Context: an optimization exercise on an open-source flow, tuned for small area. The choices shown serve that exercise and are no tape-out recipe. In this exercise RTL edits were held to simulation tests only and were not proved equivalent to the original. No activity file was given, so power comes from the tool's default toggle rates.

==> flow/design.v <==
module timing_tracker_top (
    input  logic         i_clk,
    input  logic         i_rstn,
    input  logic [27:0]  i_slots,
    output logic [383:0] o_intra,
    output logic [383:0] o_inter,
    output logic [11:0]  o_faw_last
);
    function automatic logic [5:0] dec4(input logic [5:0] t);
        dec4 = (t > 6'd4) ? t - 6'd4 : 6'd0;
    endfunction
    function automatic logic [5:0] satsub(input logic [5:0] t, input logic [5:0] d);
        satsub = (t > d) ? t - d : 6'd0;
    endfunction
    logic [2:0] op  [4];
    logic [3:0] bnk [4];
    logic [3:0] is_act, is_cas;
    for (genvar s = 0; s < 4; s++) begin : g_slot
        assign op[s]     = i_slots[7*s+4 +: 3];
        assign bnk[s]    = i_slots[7*s +: 4];
        assign is_act[s] = (op[s] == 3'd1);
        assign is_cas[s] = (op[s] == 3'd3) || (op[s] == 3'd4);
    end
    for (genvar b = 0; b < 16; b++) begin : g_bank
        logic [1:0] kind_q;
        logic [5:0] p_q;
        logic       hit;
        logic [2:0] hop;
        logic [1:0] hs;
        logic [5:0] pre, act, rd, wr;
        always_comb begin
            hit = 1'b0;
            hop = 3'd0;
            hs  = 2'd0;
            for (int s = 3; s >= 0; s--) begin
                if (op[s] != 3'd0 && bnk[s] == 4'(b)) begin
                    hit = 1'b1;
                    hop = op[s];
                    hs  = 2'(s);
                end
            end
        end
        always_ff @(posedge i_clk) begin
            if (!i_rstn) begin
                p_q <= 6'd0;
            end else if (hit) begin
                case (hop)
                    3'd1:    p_q <= 6'd43 + 6'(hs);
                    3'd2:    p_q <= 6'd11 + 6'(hs);
                    3'd3:    p_q <= 6'd5 + 6'(hs);
                    3'd4:    p_q <= 6'd15 + 6'(hs);
                    default: p_q <= 6'd0;
                endcase
            end else begin
                p_q <= dec4(p_q);
            end
        end
        always_ff @(posedge i_clk) begin
            if (hit) begin
                case (hop)
                    3'd1:    kind_q <= 2'd0;
                    3'd3:    kind_q <= 2'd2;
                    3'd4:    kind_q <= 2'd3;
                    default: kind_q <= 2'd1;
                endcase
            end
        end
        always_comb begin
            pre = 6'd0; act = 6'd0; rd = 6'd0; wr = 6'd0;
            case (kind_q)
                2'd0: begin
                    pre = satsub(p_q, 6'd14);
                    act = p_q;
                    rd  = satsub(p_q, 6'd32);
                    wr  = satsub(p_q, 6'd32);
                end
                2'd1: act = p_q;
                2'd2: begin
                    pre = satsub(p_q, 6'd2);
                    rd  = satsub(p_q, 6'd2);
                    wr  = p_q;
                end
                default: begin
                    pre = p_q;
                    rd  = satsub(p_q, 6'd6);
                    wr  = satsub(p_q, 6'd12);
                end
            endcase
        end
        assign o_intra[24*b +: 24] = {pre, act, 2'b00, rd[3:0], 2'b00, wr[3:0]};
    end
    logic       act_vld;
    logic [1:0] act_s;
    logic [3:0] act_bnk;
    logic [3:0] ia_bnk_q;
    logic [5:0] ia_q;
    always_comb begin
        act_vld = |is_act;
        act_s   = 2'd0;
        act_bnk = bnk[0];
        for (int s = 3; s >= 0; s--) begin
            if (is_act[s]) begin
                act_s   = 2'(s);
                act_bnk = bnk[s];
            end
        end
    end
    always_ff @(posedge i_clk) begin
        if (!i_rstn) begin
            ia_q <= 6'd0;
        end else if (act_vld) begin
            ia_q <= 6'd43 + 6'(act_s);
        end else begin
            ia_q <= dec4(ia_q);
        end
    end
    always_ff @(posedge i_clk) begin
        if (act_vld) ia_bnk_q <= act_bnk;
    end
    logic [5:0] ia_l, ia_s;
    assign ia_l = satsub(ia_q, 6'd40);
    assign ia_s = satsub(ia_q, 6'd42);
    logic       cas_vld;
    logic [1:0] cas_s;
    logic [1:0] cas_grp;
    logic       cas_wr;
    logic [1:0] ic_grp_q;
    logic       ic_wr_q;
    logic [1:0] ic_s_q;
    logic [1:0] ic_age_q;
    always_comb begin
        cas_vld = |is_cas;
        cas_s   = 2'd0;
        cas_grp = bnk[0][3:2];
        cas_wr  = 1'b0;
        for (int s = 3; s >= 0; s--) begin
            if (is_cas[s]) begin
                cas_s   = 2'(s);
                cas_grp = bnk[s][3:2];
                cas_wr  = (op[s] == 3'd4);
            end
        end
    end
    always_ff @(posedge i_clk) begin
        if (!i_rstn) begin
            ic_age_q <= 2'd3;
        end else if (cas_vld) begin
            ic_age_q <= 2'd0;
        end else if (ic_age_q != 2'd3) begin
            ic_age_q <= ic_age_q + 2'd1;
        end
    end
    always_ff @(posedge i_clk) begin
        if (cas_vld) begin
            ic_grp_q <= cas_grp;
            ic_wr_q  <= cas_wr;
            ic_s_q   <= cas_s;
        end
    end
    function automatic logic [5:0] aged(input logic [5:0] rule, input logic [1:0] s,
                                        input logic [1:0] age);
        logic [6:0] up, dn;
        up = {1'b0, rule} + {5'd0, s};
        dn = 7'd3 + {3'd0, age, 2'b00};
        aged = (up > dn) ? 6'(up - dn) : 6'd0;
    endfunction
    logic [5:0] c_rd_l, c_wr_l, c_rd_s, c_wr_s;
    assign c_rd_l = aged(ic_wr_q ? 6'd12 : 6'd6, ic_s_q, ic_age_q);
    assign c_wr_l = aged(ic_wr_q ? 6'd6 : 6'd8, ic_s_q, ic_age_q);
    assign c_rd_s = aged(6'd4, ic_s_q, ic_age_q);
    assign c_wr_s = aged(ic_wr_q ? 6'd4 : 6'd8, ic_s_q, ic_age_q);
    for (genvar b = 0; b < 16; b++) begin : g_inter
        logic [5:0] act, rd, wr;
        logic same_bank, same_grp, same_rank;
        assign same_bank = (ia_bnk_q == 4'(b));
        assign same_grp  = (ia_bnk_q[3:2] == 2'(b >> 2));
        assign same_rank = (ia_bnk_q[3] == 1'(b >> 3));
        assign act = same_bank ? ia_q : same_grp ? ia_l : same_rank ? ia_s : 6'd0;
        assign rd  = (ic_grp_q == 2'(b >> 2)) ? c_rd_l :
                     (ic_grp_q[1] == 1'(b >> 3)) ? c_rd_s : 6'd0;
        assign wr  = (ic_grp_q == 2'(b >> 2)) ? c_wr_l :
                     (ic_grp_q[1] == 1'(b >> 3)) ? c_wr_s : 6'd0;
        assign o_inter[24*b +: 24] = {6'd0, act, 2'b00, rd[3:0], 2'b00, wr[3:0]};
    end
    for (genvar r = 0; r < 2; r++) begin : g_faw
        logic       hit;
        logic [1:0] hs;
        logic [4:0] h_q;
        logic [1:0] s_q [5];
        logic [5:0] last;
        always_comb begin
            hit = 1'b0;
            hs  = 2'd0;
            for (int s = 3; s >= 0; s--) begin
                if (is_act[s] && bnk[s][3] == 1'(r)) begin
                    hit = 1'b1;
                    hs  = 2'(s);
                end
            end
        end
        always_ff @(posedge i_clk) begin
            if (!i_rstn) begin
                h_q <= 5'd0;
            end else begin
                h_q <= {h_q[3:0], hit};
            end
        end
        always_ff @(posedge i_clk) begin
            s_q[0] <= hs;
            for (int i = 1; i < 5; i++) s_q[i] <= s_q[i-1];
        end
        always_comb begin
            if (&h_q[3:0])
                last = 6'd5 + 6'(s_q[3]);
            else if (h_q[4] && ((h_q[3:0] == 4'b0111) || (h_q[3:0] == 4'b1011) ||
                                (h_q[3:0] == 4'b1101) || (h_q[3:0] == 4'b1110)))
                last = 6'd1 + 6'(s_q[4]);
            else
                last = 6'd0;
        end
        assign o_faw_last[6*r +: 6] = last;
    end
endmodule
==> flow/run.sh <==
#!/bin/bash
# synth_recipe.tcl (not shown) runs the flow's synth.tcl, then flattens the netlist and writes it again
# the make line also repeats each setting of config.mk as NAME=value (left out here)
make -C /OpenROAD-flow-scripts/flow DESIGN_CONFIG=/design/flow/config.mk WORK_HOME=/design/flow/orfs CLKGATE_MAP_FILE= SYNTH_SCRIPT=/design/flow/synth_recipe.tcl finish
==> flow/config.mk <==
export PLATFORM = sky130hd
export DESIGN_NAME = timing_tracker_top
export DESIGN_NICKNAME = timing_tracker_top
export VERILOG_FILES = /design/flow/design.v
export SDC_FILE = /design/flow/constraint.sdc
export NUM_CORES = 4
export LEC_CHECK = 0
export CAP_MARGIN = 20
export CORE_MARGIN = 2
export CORE_UTILIZATION = 40
export SLEW_MARGIN = 20
==> flow/constraint.sdc <==
create_clock -name core_clock -period 5.0 [get_ports {i_clk}]
set_input_delay 1.0000 -clock core_clock [delete_from_list [all_inputs] [get_ports {i_clk}]]
set_output_delay 1.0000 -clock core_clock [all_outputs]
set_load 0.01 [all_outputs]
==> qor.csv <==
stage;metric;value;unit
power_and_ir_drop;Power, Total;13.5;mW
finish;final net count;4187;
worst_setup_path;crit path capture;o_inter[113];
global_route;first-pass GRT wire length;152;mm
detailed_routing;drt initial violations;2583;
placement;Port Buf Inserts;581;
finish;layout cells sized above 1;0.0479;
worst_setup_path;Worst setup SP type;flop;
placement;dpl hpwl;77.1;mm
floorplanning;core area;62900;um2
floorplanning;DIE WIDTH;256;um
finish;multi-input logic area;18200;um2
logic_synthesis;Syn Std Cell Area;25300;um2
clock_tree;setup repair bufs after CTS;0;
worst_setup_path;CP startpoint;ia_q[4];
finish;sequential cell area;3920;um2
hold_path;HP Class;reg -> reg;
power_and_ir_drop;VDD IR-drop max;260;uV
worst_setup_path;CP peak stage delay;0.71;ns
sta;Tcrit/Tclk final;0.940;
worst_setup_path;Worst path most repeated cell;o21ai_0;
worst_setup_path;crit-path cells;inv_1 > ha_1 > a31oi_1 > nand2_1 > o21ai_0 > nand2b_1 > o21ai_0 > clkdlybuf4s50_1;
logic_synthesis;Syn Area/Cell;6.92;um2
sta;Hold Fails Final Rpt;0;
detailed_routing;DRC viols;0;
power_and_ir_drop;power density over the cells;439;nW/um2
sta;Max Slew Vio Count;0;
clock_tree;CTS tree;built;
logic_synthesis;ys async rst share;0;
clock_tree;clock latency (worst-skew pair);0.47;ns
logic_synthesis;Synth Warn #;5;
sta;Slew headroom;0.318;
floorplanning;initial core utilization;0.403;
run;Max-Cap Viols;0;
global_route;GRT Total Usage;0.286;
sta;f_max;213;MHz
sta;unrepaired setup endpoints after global routing;false;
logic_synthesis;Post-synth top flop;dfxtp_1;
sta;Final Skew;0.00894;ns
worst_setup_path;CP Data Arrival Time;3.70;ns
worst_setup_path;crit end category;output port;
worst_setup_path;worst r2r dst;g_bank[2].p_q[3];
detailed_routing;Pre-antenna DRT Iters;6;
worst_setup_path;Register-to-Register Path Depth;7;
sta;Setup TNS;0;ns
floorplanning;Std-Cell Rows;92;
detailed_routing;via/cell ratio;5.73;
clock_tree;CTS Hold Buffers Added;0;
sta;final setup vio count;0;
clock_tree;TritonCTS Sinks;175;
detailed_routing;Avg WL per Cell;20.4;um
logic_synthesis;largest area contributor in the netlist;dfxtp_1;
finish;fill cell count;6439;
worst_setup_path;worst reg2reg path startpoint;g_bank[2].p_q[3];
floorplanning;height of the die;256;um
floorplanning;io pins;810;
status;status;timing/DRC/antenna clean;
clock_tree;Clock Pin Slew Worst Setup and Hold Paths;0.07;ns
clock_tree;CTS max path bufs;2;
global_route;antenna violations before repair;16;
logic_synthesis;number of flops mapped to enable cells by yosys;41;
global_route;largest net degree at the start of global routing;71;
power_and_ir_drop;leakage power;12.0;nW
placement;global placement routability congestion;0.967;
sta;Worst-Margin Slew;1.01;ns
global_route;total grt overflow;0;
logic_synthesis;synthesized netlist cell count;3662;
logic_synthesis;post-synth top area share;0.106;
sta;Period minus WS final;4.70;ns
global_route;vias in the first global route;25681;
floorplanning;Die ar.;65300;um2
detailed_routing;Antenna Nets Post-Route;0;
logic_synthesis;Seq cells post-synth;175;
clock_tree;# H-tree levels;4;
logic_synthesis;ranking of synthesized cells by area;dfxtp_1, buf_4, ha_1;
worst_setup_path;Worst path depth;8;
finish;area grow syn2layout;21.5;%
worst_setup_path;Buffers & Inverters on Critical Path;2;
logic_synthesis;sequential fraction of the synthesis area;0.155;
worst_setup_path;Worst R2R Setup Slack;2.70;ns
worst_setup_path;Data required, critical path;4.00;ns
clock_tree;clk root buf;clkbuf_16;
worst_setup_path;CP Max Fanout;15;
detailed_routing;routed wire length;99.2;mm
detailed_routing;routed via count;27885;
worst_setup_path;crit-path leading delay family;compound AO/OA/AOI/OAI gates;
clock_tree;CTS buffer count;17;
worst_setup_path;Worst path slowest cell;dfxtp_1;
logic_synthesis;distinct cell type count of the synthesized netlist;104;
hold_path;hold depth;0;
worst_setup_path;WS Path Type;reg -> out;
## routing by layer
layer	global-route usage	share of wire	up-vias
met5	0	0.0013	-
met4	0.108	0.037	20
met3	0.0575	0.074	195
met2	0.471	0.47	1232
met1	0.368	0.42	13153
li1	-	-	13285
## metrics by stage
step	cell area [um2]	setup WS [ns]	hold WS [ns]	instances	utilization
finish	30800	0.300	0.327	4863	0.490
global placement	30200	0.722	0.313	4824	0.480
global route	30800	0.00441	0.342	4861	0.489
CTS	30700	0.226	0.329	4856	0.489
detailed placement	30200	0.691	0.312	4824	0.480
floorplan	26200	1.62	0.310	3889	-
## area by class of cell
cell class	instances	share of cell area
Antenna cell	7	0.000569
Clock buffer	22	0.0158
Clock inverter	10	0.00252
Inverter	190	0.0232
Multi-Input combinational cell	2967	0.591
Sequential cell	175	0.127
Tap cell	846	0.0344
Timing Repair Buffer	646	0.205
## cells by family (layout without fill, tap and decap cells)
family                     Yosys count  in the layout  share of synthesized area
AOI/OAI and AO/OA                 1135           1135                      0.304
xor gates and xnor gates            68             68                     0.0235
adders and majority gates          160            160                     0.0791
buffers and inverters              747            868                      0.162
DFF                                175            175                      0.155
muxes                               53             53                     0.0223
other                                1            235                   0.000148
and+or+nand+nor                   1323           1323                      0.255
## flip-flops by register name (all words and copies together) (netlist names)
signal	count
g_bank.kind_q	32
g_bank.p_q	96
g_faw.h_q	10
g_faw.s_q	20
ia_bnk_q	4
ia_q	6
ic_age_q	2
ic_grp_q	2
ic_s_q	2
ic_wr_q	1
## power by group
part	internal, mW	total [mW]	switching (mW)
Sequential	1.77	2.65	0.886
Clock	0.696	1.31	0.619
Combinational	4.46	9.54	5.08
Total	6.92	13.5	6.58
## worst min path at each step
stage                       start                  to  slack [ns]
3_5_place_dp   g_faw[0].s_q[0][0]  g_faw[0].s_q[1][0]        0.31
4_1_cts        g_faw[0].s_q[0][0]  g_faw[0].s_q[1][0]        0.33
2_1_floorplan  g_faw[0].s_q[0][0]  g_faw[0].s_q[1][0]        0.31
3_3_place_gp   g_faw[0].s_q[0][0]  g_faw[0].s_q[1][0]        0.31
6_report       g_faw[0].s_q[0][1]  g_faw[0].s_q[1][1]        0.33
5_1_grt        g_faw[0].s_q[0][1]  g_faw[0].s_q[1][1]        0.34
## cells in the final DEF, fill, tap and decap left out, drive strengths merged, types with 24 or more instances in the layout
master / n
nand3: 84
o31a: 24
a211oi: 38
o22ai: 48
nor2: 320
edfxtp: 41
nor2b: 125
mux2i: 28
a21oi: 209
inv: 190
nand2: 397
mux2: 25
or3: 28
a221oi: 38
o211ai: 39
o2111ai: 25
clkdlybuf4s50: 580
buf: 66
o21ai: 305
xor2: 27
dfxtp: 134
o221ai: 25
and2: 64
o21a: 35
a31oi: 47
xnor2: 41
a22oi: 44
conb: 228
nor3: 101
o22a: 27
ha: 160
nand2b: 63
## synth_stat cells (17+ instances only)
master	count
nand2_1	397
buf_4	325
nor2_1	320
o21ai_0	302
a21oi_1	209
inv_1	187
clkbuf_1	183
ha_1	160
dfxtp_1	134
nor2b_1	125
nor3_1	99
nand3_1	81
nand2b_1	62
and2_1	56
o22ai_1	48
a31oi_1	45
edfxtp_1	41
xnor2_1	41
o211ai_1	39
a211oi_1	38
a221oi_1	37
o21a_1	35
a22oi_1	34
buf_2	32
mux2i_1	28
o22a_1	27
or3_1	27
xor2_1	27
o2111ai_1	25
mux2_2	24
o221ai_1	24
o31a_1	23
a22o_1	22
nor4_1	21
a21boi_0	19
and3_1	18
o31ai_1	18
or2_2	17
## repair_timing
action | 4_1_cts | 5_1_grt
gates resized for setup | 0 | 4
endpoints found under the setup margin | 0 | 22
endpoints found under the hold margin | 0 | 0

==> what the ideal ports hide <==
The results above use ideal ports. As a check the final layout listed here was re-extracted and re-timed, cells and wires unchanged. Step 1: set_driving_cell puts a clkbuf_16 on i_clk and a buf_2 on each other input, an assumption about the parent block. Step 2, shift: input delay + t, output delay - t, t = (earliest + latest rising clock arrival at the registers) / 2. This alone moves slack from input paths to output paths. Three values: no drivers, after step 1, after step 2; two values: the first two.
t, ns: 0.527
setup slack, ns: 0.300 / 0.236 / 0.530
worst register clock-pin slew, ns: 0.07 / 0.07
worst slew at a driven data input, ns: 0.13
After both steps setup and hold are still met in this run. For this run, drivers alone change the setup slack by -0.064 ns; drivers and shift together by +0.230 ns.
